This design comes from an exercise in tuning for small area, a short achievable clock period and few clock cycles on the open sky130 flow, not from production work. The RTL was checked by simulation tests, not by an equivalence proof against the original design. Power figures rest on the tool's default switching activity, not on a simulated workload.

north:
Design depth_rainbow_colormap_unit, start of the top module:
module depth_rainbow_colormap_unit
#(
    parameter int DEPTH_BITS = 24
) (
    input  logic                 i_clk,
    input  logic                 i_rst_n,
    input  logic                 i_depth_valid,
    output logic                 o_depth_ready,
    input  logic [DEPTH_BITS-1:0] i_depth,
    output logic                 o_pixel_valid,
    input  logic                 i_pixel_ready,
    output logic [7:0]           o_blue,
    output logic [7:0]           o_green,
    output logic [7:0]           o_red,
    input  logic                 i_cfg_we,
    input  logic [drcm_pkg::CFG_IDX_W-1:0] i_cfg_idx,
    input  logic [drcm_pkg::DIST_W-1:0]    i_cfg_data
);
For scale: ~2,100 cells after synthesis, about 320 flip-flops.
clock: 6.0 ns
lec_check: 0
cap_margin: 20
core_margin: 2
core_utilization: 60
cts_buf_list: sky130_fd_sc_hd__clkbuf_4
setup_slack_margin: 2.9
slew_margin: 20
synth_memory_max_bits: 16384
buffer_ports_args: -buffer_cell sky130_fd_sc_hd__buf_2
standard.sh (not shown) runs the stock make flow with config.mk's settings and CLKGATE_MAP_FILE= SYNTH_SCRIPT=/design/flow/synth_recipe.tcl, a recipe that flattens the netlist after the stock synthesis.
==> flow/flow/run.sh <==
#!/bin/bash
set -euo pipefail
echo 'export BUFFER_PORTS_ARGS = -buffer_cell sky130_fd_sc_hd__buf_2' >> config.mk
bash standard.sh > standard.log 2>&1
Testbench counts of north, summed over its fixed seeds: cycles 16,088.
Modified inputs, south compared to north
- swapping 2.9 for 3.3 in SETUP_SLACK_MARGIN
- putting CTS_CLUSTER_SIZE at 20 where nothing was set
- clearing CTS_BUF_LIST, which used to be sky130_fd_sc_hd__clkbuf_4
- putting TNS_END_PERCENT at 5 where nothing was set
- putting ABC_CLOCK_PERIOD_IN_PS at 2900 where nothing was set
- putting CTS_CLUSTER_DIAMETER at 100 where nothing was set
- putting ABC_AREA at 1 where nothing was set
Notes after the runs:
- Sequential share of cell area for south: 4.4 points up relative to north
- Relative to north, the die area of south is higher by about 4%.
- Diff north -> south: sequential power decreased by about 2% relative to the old numbers, buffer count excluding the clock tree in the final layout decreased by 127 relative to the old numbers.
- Row critical path depth: south lower / north higher
- Setup slack: south better than north
- Against north, south comes in 0.044 ns lower on final clock skew.
- Synthesized area: south vs north up about 4.3%

========
depth_rainbow_colormap_unit again, from the RTL that the note above started with.
export LEC_CHECK = 0
export ABC_AREA = 1
export CAP_MARGIN = 20
export CORE_MARGIN = 2
export CORE_UTILIZATION = 60
export CTS_BUF_LIST = sky130_fd_sc_hd__clkbuf_8 sky130_fd_sc_hd__clkbuf_16
export CTS_CLUSTER_DIAMETER = 80
export CTS_CLUSTER_SIZE = 16
export SETUP_SLACK_MARGIN = 3.3
export SLEW_MARGIN = 20
export SYNTH_MEMORY_MAX_BITS = 16384
export TNS_END_PERCENT = 5
export BUFFER_PORTS_ARGS = -buffer_cell sky130_fd_sc_hd__buf_2
create_clock -name core_clock -period 6.0 [get_ports {i_clk}]
Scripts as last shown in full above: flow/flow/run.sh
Testbench counts at the start, summed over its fixed seeds: cycles 16,088.
Change:
==> flow/run.sh (new file) <==
#!/bin/bash
# synth_recipe.tcl (not shown) runs the flow's synth.tcl, then flattens the netlist and writes it again
# the make line also repeats each setting of config.mk as NAME=value (left out here)
make -C /OpenROAD-flow-scripts/flow DESIGN_CONFIG=/design/flow/config.mk WORK_HOME=/design/flow/orfs CLKGATE_MAP_FILE= SYNTH_SCRIPT=/design/flow/synth_recipe.tcl finish
Settings changed: BUFFER_PORTS_ARGS -buffer_cell sky130_fd_sc_hd__buf_2 to default, CTS_BUF_LIST sky130_fd_sc_hd__clkbuf_8 sky130_fd_sc_hd__clkbuf_16 to default, CTS_CLUSTER_DIAMETER 80 to default, CTS_CLUSTER_SIZE 16 to default, SETUP_SLACK_MARGIN 3.3 to 2.9, TNS_END_PERCENT 5 to default.
removed: flow/flow/run.sh
removed: flow/standard.sh
After rerunning:
- worst setup slack gets worse by 0.20 ns
- final cell count goes down by 0.58%
- wire length went down by about 1.8%
- via count decreases by 0.60%
- clock power is higher by 51%
- total power grows by 5.9%
- final area rose by about 2.1%
- clock-buffer cell count increases by 10
- global-route usage is about the same
- sequential cell count stays the same
Change:
==> flow/flow/run.sh (new file) <==
#!/bin/bash
set -euo pipefail
echo 'export BUFFER_PORTS_ARGS = -buffer_cell sky130_fd_sc_hd__buf_2' >> config.mk
bash standard.sh > standard.log 2>&1
==> flow/standard.sh (new file) <==
#!/bin/bash
# synth_recipe.tcl (not shown) runs the flow's synth.tcl, then flattens the netlist and writes it again
# the make line also repeats each setting of config.mk as NAME=value (left out here)
make -C /OpenROAD-flow-scripts/flow DESIGN_CONFIG=/design/flow/config.mk WORK_HOME=/design/flow/orfs CLKGATE_MAP_FILE= SYNTH_SCRIPT=/design/flow/synth_recipe.tcl "${@:-finish}"
Settings changed: BUFFER_PORTS_ARGS from default to -buffer_cell sky130_fd_sc_hd__buf_2, CTS_CLUSTER_DIAMETER from default to 100, CTS_CLUSTER_SIZE from default to 20, GPL_TIMING_DRIVEN from default to 0, SETUP_SLACK_MARGIN 2.9 to 3.3, TNS_END_PERCENT from default to 5.
removed: flow/run.sh
What happened:
- sequential cell count does not change
- worst setup slack improves by 0.041 ns
- utilization is lower by 1.4 points
- global-route usage is higher by 2.4 points
- final area is lower by about 2%
Change:
==> flow/flow/run.sh (replaced) <==
#!/bin/bash
set -euo pipefail
echo 'export BUFFER_PORTS_ARGS = -buffer_cell sky130_fd_sc_hd__buf_1' >> config.mk
bash standard.sh > standard.log 2>&1
Settings changed: BUFFER_PORTS_ARGS -buffer_cell sky130_fd_sc_hd__buf_2 to -buffer_cell sky130_fd_sc_hd__buf_1, GPL_TIMING_DRIVEN 0 to default, TNS_END_PERCENT 5 to default.
Worst setup slack gets better by 0.14 ns; die area is unchanged; wire length came out lower by about 9%; clock-buffer cell count stays the same; total power came out lower by 0.65%; fmax came out higher by about 5%; worst hold slack barely changes; synthesized area does not change; combinational power came out lower by about 1%; via count came out lower by 2.9%; clock skew came out higher by 0.010 ns.

========
job 2834:
depth_rainbow_colormap_unit again, from the RTL that the note above started with.
==> flow/config.mk <==
export PLATFORM = sky130hd
export DESIGN_NAME = depth_rainbow_colormap_unit
export DESIGN_NICKNAME = depth_rainbow_colormap_unit
export VERILOG_FILES = /design/flow/design.v
export SDC_FILE = /design/flow/constraint.sdc
export NUM_CORES = 4
export LEC_CHECK = 0
export ABC_AREA = 1
export CAP_MARGIN = 20
export CORE_MARGIN = 2
export CORE_UTILIZATION = 60
export CTS_CLUSTER_DIAMETER = 90
export CTS_CLUSTER_SIZE = 25
export SETUP_SLACK_MARGIN = 3.2
export SLEW_MARGIN = 20
export SYNTH_MEMORY_MAX_BITS = 16384
export BUFFER_PORTS_ARGS = -buffer_cell sky130_fd_sc_hd__buf_2
==> flow/constraint.sdc <==
create_clock -name core_clock -period 6.0 [get_ports {i_clk}]
set_input_delay 1.2000 -clock core_clock [delete_from_list [all_inputs] [get_ports {i_clk}]]
set_output_delay 1.2000 -clock core_clock [all_outputs]
set_load 0.01 [all_outputs]
==> flow/flow/run.sh <==
#!/bin/bash
set -euo pipefail
echo 'export BUFFER_PORTS_ARGS = -buffer_cell sky130_fd_sc_hd__buf_2' >> config.mk
bash standard.sh > standard.log 2>&1
Job 2834: flow completed, timing, DRC and antenna clean
Testbench counts of job 2834, summed over its fixed seeds: cycles 16,088.
diff inputs: job 2834 => job 9461
==> flow/run.sh (new file) <==
#!/bin/bash
# synth_recipe.tcl (not shown) runs the flow's synth.tcl, then flattens the netlist and writes it again
# the make line also repeats each setting of config.mk as NAME=value (left out here)
make -C /OpenROAD-flow-scripts/flow DESIGN_CONFIG=/design/flow/config.mk WORK_HOME=/design/flow/orfs CLKGATE_MAP_FILE= SYNTH_SCRIPT=/design/flow/synth_recipe.tcl finish
--- a/flow/config.mk
+++ b/flow/config.mk
@@ -8 +7,0 @@
-export ABC_AREA = 1
@@ -11,4 +10,2 @@
-export CORE_UTILIZATION = 60
-export CTS_CLUSTER_DIAMETER = 90
-export CTS_CLUSTER_SIZE = 25
-export SETUP_SLACK_MARGIN = 3.2
+export CORE_UTILIZATION = 70
+export SETUP_SLACK_MARGIN = 2.9
@@ -17 +13,0 @@
-export BUFFER_PORTS_ARGS = -buffer_cell sky130_fd_sc_hd__buf_2
removed: flow/flow/run.sh
removed: flow/standard.sh
==> results.txt <==
- Job 9461: aborted in global routing (tool error)
- Of job 9461 and job 2834, it is job 9461 that has the higher effective utilization at floorplan.
- On total cell area at the placement stage, job 9461 tracks job 2834 almost exactly.
- | part of the Yosys area used for sequential elements | lower: job 2834 |
- Compared with job 2834, job 9461 improves synthesized area.
- Side by side, xor-xnor portion of the synthesized cell area turned out higher in job 9461 than in job 2834.
- The run showing the greater synthesized instance count is job 2834.
- Die extent in x: job 9461 < job 2834
- Sort job 2834 and job 9461 by net count after synthesis desc -> top: job 2834
--- input diff job 9461..job 7634 ---
==> flow/flow/run.sh (new file) <==
#!/bin/bash
set -euo pipefail
echo 'export BUFFER_PORTS_ARGS = -buffer_cell sky130_fd_sc_hd__buf_2' >> config.mk
bash standard.sh > standard.log 2>&1
==> flow/standard.sh (new file) <==
#!/bin/bash
# synth_recipe.tcl (not shown) runs the flow's synth.tcl, then flattens the netlist and writes it again
# the make line also repeats each setting of config.mk as NAME=value (left out here)
make -C /OpenROAD-flow-scripts/flow DESIGN_CONFIG=/design/flow/config.mk WORK_HOME=/design/flow/orfs CLKGATE_MAP_FILE= SYNTH_SCRIPT=/design/flow/synth_recipe.tcl "${@:-finish}"
--- a/flow/config.mk
+++ b/flow/config.mk
@@ -7,0 +8 @@
+export ABC_AREA = 1
@@ -10,2 +11,5 @@
-export CORE_UTILIZATION = 70
-export SETUP_SLACK_MARGIN = 2.9
+export CORE_UTILIZATION = 60
+export CTS_CLUSTER_DIAMETER = 100
+export CTS_CLUSTER_SIZE = 20
+export PLACE_DENSITY = 0.8
+export SETUP_SLACK_MARGIN = 3.2
@@ -13,0 +18 @@
+export BUFFER_PORTS_ARGS = -buffer_cell sky130_fd_sc_hd__buf_2
removed: flow/run.sh
Findings:
- Area of the mapped netlist: lower on job 9461
- Going from job 9461 to job 7634, global placer's final weighted congestion went down by 6.1%, number of standard cells after synthesis increased by about 30% relative to the old numbers, x dimension of the die higher, number of gates resized after CTS moved down.
- Job 7634 has completed all stages; timing, DRC and antenna checks passed.
- Job 9461 failed in global routing with GRT-0232.
- The die span in y in job 7634 sits 18 um above the value recorded for job 9461.
What job 7747 does differently from job 7634 at the input level:
--- a/flow/config.mk
+++ b/flow/config.mk
@@ -14,2 +14 @@
-export PLACE_DENSITY = 0.8
-export SETUP_SLACK_MARGIN = 3.2
+export SETUP_SLACK_MARGIN = 3.3
@@ -17,0 +17 @@
+export TNS_END_PERCENT = 5
--- outcome ---
The non-clock buffer instance count of the final layout in job 7747 sits 5 above the value recorded for job 7634. Comparing slew of the pin with the lowest slew margin for job 7634 and job 7747, the bigger number came from job 7747. Worst setup slack delta for job 7747 relative to job 7634: 49 ps higher. Compared job 7634 against job 7747; global-route usage within noise. Per the comparison of job 7747 with job 7634, count of cells resized by post-cts repair lost 9; routed length on met1 picked up an extra about 4%; final design instance area without fill neither gained nor lost much; final routed wirelength across all metal layers picked up an extra 200 um. Job 7747 has total power draw below what job 7634 had. Final-layout clock-cell area share: job 7634 vs job 7747 — no meaningful difference.
Input-level comparison between job 2188 and job 7747:
--- a/flow/config.mk
+++ b/flow/config.mk
@@ -12,3 +12 @@
-export CTS_CLUSTER_DIAMETER = 100
-export CTS_CLUSTER_SIZE = 20
-export SETUP_SLACK_MARGIN = 3.3
+export SETUP_SLACK_MARGIN = 2.9
@@ -17 +14,0 @@
-export TNS_END_PERCENT = 5
Comparing job 2188 and job 7747, the lower sequential share of layout area was measured on job 2188. Job 2188 vs. job 7747: total power went up by 4.8%. Compared with job 7747, job 2188 degrades final worst-path setup slack. [compare] base=job 7747 new=job 2188: insertion delay to the later sink of the worst-skew pair roughly the same, final design area excluding fillers higher.

[port drivers added, routing unchanged]
The flow's constraints put no driver on any port. The routed layouts listed below were extracted and timed again, unchanged, in two steps. Step 1 (the two cells are an assumption about what drives the block):
set clk [get_ports {i_clk}]
set_driving_cell -lib_cell sky130_fd_sc_hd__clkbuf_16 $clk
set_driving_cell -lib_cell sky130_fd_sc_hd__buf_2 [delete_from_list [all_inputs] $clk]
Step 2, shift: input delay + t, output delay - t, t = (earliest + latest rising clock arrival at the registers) / 2. This alone moves slack from input paths to output paths. a / b / c = ideal / step 1 / step 2; a / b = the first two.
run	t, ns	setup WS [ns]	hold WS [ns]	pins driven straight from the clock port
north	0.825	2.167 / 2.162 / 1.337	0.381 / 0.381 / 0.381	1
south	0.579	3.137 / 3.106 / 2.659	0.419 / 0.419 / 0.419	1
the first run of note 2	0.615	3.126 / 3.095 / 2.666	0.409 / 0.409 / 0.409	1
the second run of note 2	0.603	2.921 / 2.905 / 2.455	0.411 / 0.411 / 0.411	1
the third run of note 2	0.580	2.962 / 2.929 / 2.577	0.420 / 0.420 / 0.420	1
the fourth run of note 2	0.584	3.105 / 3.074 / 2.833	0.420 / 0.420 / 0.420	1
job 2834	0.585	3.118 / 3.085 / 2.676	0.422 / 0.422 / 0.422	1
job 7634	0.586	3.088 / 3.057 / 2.704	0.418 / 0.418 / 0.418	1
job 7747	0.579	3.137 / 3.106 / 2.659	0.419 / 0.419 / 0.419	1
job 2188	0.581	2.927 / 2.909 / 2.618	0.417 / 0.417 / 0.417	1
After both steps every run listed still meets setup and hold. For north, which loses most, drivers alone change the setup slack by -0.005 ns; drivers and shift together by -0.830 ns.
